From an optimization exercise on the open Yosys and OpenROAD flow, aimed at small area and a short achievable clock period; shortcuts taken in it are not production practice. Power figures rest on the tool's default switching activity, not on a simulated workload.

==> module channelTrigger, before the edit <==
module channelTrigger (
	input logic clk_flash,
	input logic rstN,
	input logic [8-1:0] sample,  
	input logic [8-1:0] threshLow,  
	input logic [8-1:0] threshHigh,  
	input logic fallingEdge,  
	input logic [(10 + 1)-1:0] tot,  
	input logic dsGo,  
	output logic fire,  
	output logic inRange  
);
	localparam int CW = (10 + 1);
	function automatic logic gt(input logic [15:0] a, input logic [15:0] b);
		logic [15:0] g, e;
		for (int i = 0; i < 16; i++) begin
			g[i] = a[i] & ~b[i];
			e[i] = ~(g[i] | (~a[i] & b[i]));
		end
		for (int s = 1; s < 16; s = s * 2) begin
			for (int i = 0; i < 16; i = i + 2 * s) begin
				g[i] = g[i + s] | (e[i + s] & g[i]);
				e[i] = e[i + s] & e[i];
			end
		end
		gt = g[0];
	endfunction
	function automatic logic [CW-1:0] inc(input logic [CW-1:0] a);
		logic [CW-1:0] r;
		for (int i = 0; i < CW; i++) r[i] = a[i] ^ (&(a | ~((CW'(1) << i) - CW'(1))));
		inc = r;
	endfunction
	logic wasInRange;  
	logic edgeSeen;  
	logic levelHeld;  
	logic totStep;  
	logic limZero;  
	logic cntZero;  
	logic over;  
	logic clear;  
	logic step;  
	logic [CW-1:0] totCount;  
	assign edgeSeen = fallingEdge ? (wasInRange & ~inRange) : (inRange & ~wasInRange);
	assign levelHeld = inRange ^ fallingEdge;
	assign totStep = ~tot[CW-1] | dsGo;
	assign limZero = ~|tot[CW-2:0];
	assign cntZero = ~|totCount;
	assign over = gt(16'(totCount), 16'(tot[CW-2:0]));  
	assign clear = limZero | over | (~cntZero & totStep & ~levelHeld);
	assign step = cntZero ? edgeSeen : totStep;  
	always_ff @(posedge clk_flash) begin
		if (!rstN) begin
			inRange <= 1'b0;
			wasInRange <= 1'b0;
			fire <= 1'b0;
			totCount <= '0;
		end else begin
			inRange <= ~gt(16'(threshLow), 16'(sample)) & ~gt(16'(sample), 16'(threshHigh));
			wasInRange <= inRange;
			fire <= limZero ? edgeSeen : over;
			if (clear) begin
				totCount <= '0;
			end else if (step) begin
				totCount <= inc(totCount);
			end
		end
	end
endmodule
==> module acquireControl, before the edit <==
module acquireControl (
	input logic clk_flash,
	input logic rstN,
	input logic startTrigger,  
	input logic trigger,  
	input logic [10-1:0] triggerPoint,  
	input logic [10-1:0] nsmp,  
	input logic [5-1:0] downsample,  
	output logic dsGo,  
	output logic acquiring,
	output logic [10-1:0] wrAddress,  
	output logic [10-1:0] trigPointAddr,  
	output logic dataReady  
);
	localparam logic [1:0] INIT = 2'd0;  
	localparam logic [1:0] PREACQ = 2'd1;  
	localparam logic [1:0] WAITING = 2'd2;  
	localparam logic [1:0] POSTACQ = 2'd3;  
	localparam int DW = 22 + 1;
	localparam int AW = 10;
	function automatic logic [10-1:0] incA(input logic [10-1:0] a);
		logic [10-1:0] r;
		for (int i = 0; i < 10; i++)
			r[i] = a[i] ^ (&(a | ~((AW'(1) << i) - AW'(1))));
		incA = r;
	endfunction
	function automatic logic [22:0] incD(input logic [22:0] a);
		logic [22:0] r;
		for (int i = 0; i <= 22; i++)
			r[i] = a[i] ^ (&(a | ~((DW'(1) << i) - DW'(1))));
		incD = r;
	endfunction
	logic [1:0] state;
	logic [10-1:0] sampleCount;  
	logic [22:0] dsCount;
	logic [31:0] dsSel;  
	logic atTrigPoint;  
	logic atEnd;  
	logic postDone;  
	logic wrStep;  
	logic [10-1:0] wrNext;  
	logic trigCapture;  
	always_comb begin
		dsSel = {32{dsCount[22]}};  
		dsSel[22:1] = dsCount[22:1];
		dsSel[0] = 1'b1;
	end
	logic [3:0] dsLo;  
	logic [7:0] dsHi;  
	logic [7:0] dsGrp;  
	always_comb begin
		for (int i = 0; i < 4; i++) dsLo[i] = (downsample[1:0] == 2'(i));
		for (int h = 0; h < 8; h++) dsHi[h] = (downsample[4:2] == 3'(h));
		for (int h = 0; h < 8; h++) dsGrp[h] = |(dsSel[4*h +: 4] & dsLo);
	end
	assign dsGo = |(dsGrp & dsHi);
	assign atTrigPoint = (sampleCount == triggerPoint);
	assign atEnd = (sampleCount == nsmp);
	assign postDone = (state == POSTACQ) && atEnd;
	assign wrStep = dsGo && (state != INIT) && !postDone;
	assign wrNext = wrStep ? incA(wrAddress) : wrAddress;
	always_ff @(posedge clk_flash) begin
		if (!rstN || dsGo) begin
			dsCount <= {{22{1'b0}}, 1'b1};
		end else begin
			dsCount <= incD(dsCount);
		end
	end
	always_ff @(posedge clk_flash) begin
		if (!rstN) begin
			state <= INIT;
			acquiring <= 1'b0;
			dataReady <= 1'b0;
			wrAddress <= '0;
			sampleCount <= '0;
		end else begin
			wrAddress <= wrNext;
			case (state)
				INIT: begin
					if (startTrigger) begin
						sampleCount <= '0;
						acquiring <= 1'b1;
						dataReady <= 1'b0;
						state <= PREACQ;
					end
				end
				PREACQ: begin
					if (atTrigPoint) begin
						state <= WAITING;
					end else if (dsGo) begin
						sampleCount <= incA(sampleCount);
					end
				end
				WAITING: begin
					if (trigger) begin
						sampleCount <= triggerPoint;
						state <= POSTACQ;
					end
				end
				default: begin
					if (atEnd) begin
						acquiring <= 1'b0;
						dataReady <= 1'b1;
						state <= INIT;
					end else if (dsGo) begin
						sampleCount <= incA(sampleCount);
					end
				end
			endcase
		end
	end
	always_ff @(posedge clk_flash) begin
		trigCapture <= rstN && state == WAITING && trigger;
		if (trigCapture) begin
			trigPointAddr <= wrAddress;
		end
	end
endmodule
export LEC_CHECK = 0
export ABC_AREA = 1
export CAP_MARGIN = 20
export CORE_MARGIN = 2
export CORE_UTILIZATION = 60
export SETUP_SLACK_MARGIN = 3.1
export SLEW_MARGIN = 20
export TNS_END_PERCENT = 1
create_clock -name core_clock -period 5.0 [get_ports {clk_flash}]
standard.sh (not shown) runs the stock make flow with config.mk's settings and CLKGATE_MAP_FILE= SYNTH_SCRIPT=/design/flow/synth_recipe.tcl, a recipe that flattens the netlist after the stock synthesis.
==> flow/flow/run.sh <==
#!/bin/bash
# Layout flow: the standard ORFS flow (standard synthesis included), with the
# ports buffered by a plain buffer instead of the weakest delay cell;
# nothing else changed.
set -euo pipefail
export BUFFER_PORTS_ARGS="-buffer_cell sky130_fd_sc_hd__buf_2"

bash standard.sh finish > make_finish.log 2>&1
The first run passed the timing, design-rule and antenna checks.
Edit:
--- a/flow/design.v
+++ b/flow/design.v
@@ -26,10 +26,18 @@
 		end
 		gt = g[0];
 	endfunction
 	function automatic logic [CW-1:0] inc(input logic [CW-1:0] a);
+		logic [31:0] pp;
 		logic [CW-1:0] r;
-		for (int i = 0; i < CW; i++) r[i] = a[i] ^ (&(a | ~((CW'(1) << i) - CW'(1))));
+		pp = 32'(a);
+		for (int l = 0; l < 5; l++) begin
+			for (int i = 0; i < 32; i++) begin
+				if (((i >> l) & 1) == 1) pp[i] = pp[i] & pp[((i >> l) << l) - 1];
+			end
+		end
+		r[0] = ~a[0];
+		for (int i = 1; i < CW; i++) r[i] = a[i] ^ pp[i - 1];
 		inc = r;
 	endfunction
 	logic wasInRange;  
 	logic edgeSeen;  
@@ -37,34 +45,36 @@
 	logic totStep;  
 	logic limZero;  
 	logic cntZero;  
 	logic over;  
-	logic clear;  
-	logic step;  
+	logic running;  
+	logic [CW-1:0] totBase;
+	logic totInc;
+	logic totClr;
 	logic [CW-1:0] totCount;  
+	assign totCount = totClr ? '0 : totInc ? inc(totBase) : totBase;
 	assign edgeSeen = fallingEdge ? (wasInRange & ~inRange) : (inRange & ~wasInRange);
 	assign levelHeld = inRange ^ fallingEdge;
 	assign totStep = ~tot[CW-1] | dsGo;
 	assign limZero = ~|tot[CW-2:0];
-	assign cntZero = ~|totCount;
-	assign over = gt(16'(totCount), 16'(tot[CW-2:0]));  
-	assign clear = limZero | over | (~cntZero & totStep & ~levelHeld);
-	assign step = cntZero ? edgeSeen : totStep;  
+	assign cntZero = totClr | (~totInc & ~|totBase);  
+	assign over = ~totClr & (totInc ? ~gt(16'(tot[CW-2:0]), 16'(totBase)) : gt(16'(totBase), 16'(tot[CW-2:0])));
+	assign running = ~limZero & ~over & ~cntZero;
 	always_ff @(posedge clk_flash) begin
 		if (!rstN) begin
 			inRange <= 1'b0;
 			wasInRange <= 1'b0;
 			fire <= 1'b0;
-			totCount <= '0;
+			totBase <= '0;
+			totInc <= 1'b0;
+			totClr <= 1'b0;
 		end else begin
 			inRange <= ~gt(16'(threshLow), 16'(sample)) & ~gt(16'(sample), 16'(threshHigh));
 			wasInRange <= inRange;
 			fire <= limZero ? edgeSeen : over;
-			if (clear) begin
-				totCount <= '0;
-			end else if (step) begin
-				totCount <= inc(totCount);
-			end
+			totBase <= running ? totCount : CW'(~limZero & cntZero & edgeSeen);
+			totInc <= running & totStep & levelHeld;
+			totClr <= running & totStep & ~levelHeld;
 		end
 	end
 endmodule
 `timescale 1ns/1ps
@@ -188,8 +198,10 @@
 		incD = r;
 	endfunction
 	logic [1:0] state;
 	logic [10-1:0] sampleCount;  
+	logic [22:0] dsBase;
+	logic dsRst;
 	logic [22:0] dsCount;
 	logic [31:0] dsSel;  
 	logic atTrigPoint;  
 	logic atEnd;  
@@ -213,16 +225,14 @@
 	assign dsGo = |(dsGrp & dsHi);
 	assign atTrigPoint = (sampleCount == triggerPoint);
 	assign atEnd = (sampleCount == nsmp);
 	assign postDone = (state == POSTACQ) && atEnd;
-	assign wrStep = dsGo && (state != INIT) && !postDone;
+	assign wrStep = dsGo && acquiring && !postDone;
 	assign wrNext = wrStep ? incA(wrAddress) : wrAddress;
+	assign dsCount = dsRst ? DW'(1) : dsBase;
 	always_ff @(posedge clk_flash) begin
-		if (!rstN || dsGo) begin
-			dsCount <= {{22{1'b0}}, 1'b1};
-		end else begin
-			dsCount <= incD(dsCount);
-		end
+		dsRst <= !rstN || dsGo;
+		dsBase <= incD(dsCount);
 	end
 	always_ff @(posedge clk_flash) begin
 		if (!rstN) begin
 			state <= INIT;
Setup slack degrades by 0.0037 ns. Die area goes up by 7.8%. Non-clock buffer count goes down by 7. Area after synthesis goes up by 8.0%. Wire length goes up by 7.5%. Final area goes up by 7.3%. Global-route usage goes up by 1.3 points. Power goes up by 12%. Sequential power goes up by about 3%. Cell count goes up by 6.5%. Count of clock-buffer cells in the layout goes up by 6. Via count goes up by 7.8%. Critical path depth goes up by 3. Core utilization stays flat.
No functional check of the RTL was part of any run of this note.

[separate check: timing with driven ports]
The flow's constraints put no driver on any port. The routed layouts listed below were extracted and timed again, unchanged, in two steps. Step 1: set_driving_cell puts a clkbuf_16 on clk_flash and a buf_2 on each other input, an assumption about the parent block. Step 2 moves the port delays by t, midway between the first and last clock arrival at a register: inputs arrive t later, outputs are due t later. That takes back most of the time a late clock gives input paths. Slacks: ideal ports / drivers / drivers and shift; pairs: ideal ports / drivers.
run | t, ns | setup WS [ns] | worst slew at a driven data input, ns | cell pins on the clock port's net
the first run | 0.624 | 2.625 / 2.656 / 2.032 | 0.08 | 1
the second run | 0.557 | 2.621 / 2.623 / 2.066 | 0.08 | 1
After both steps every run listed still meets setup and hold. For the first run, which loses most, drivers alone change the setup slack by +0.031 ns; drivers and shift together by -0.593 ns.
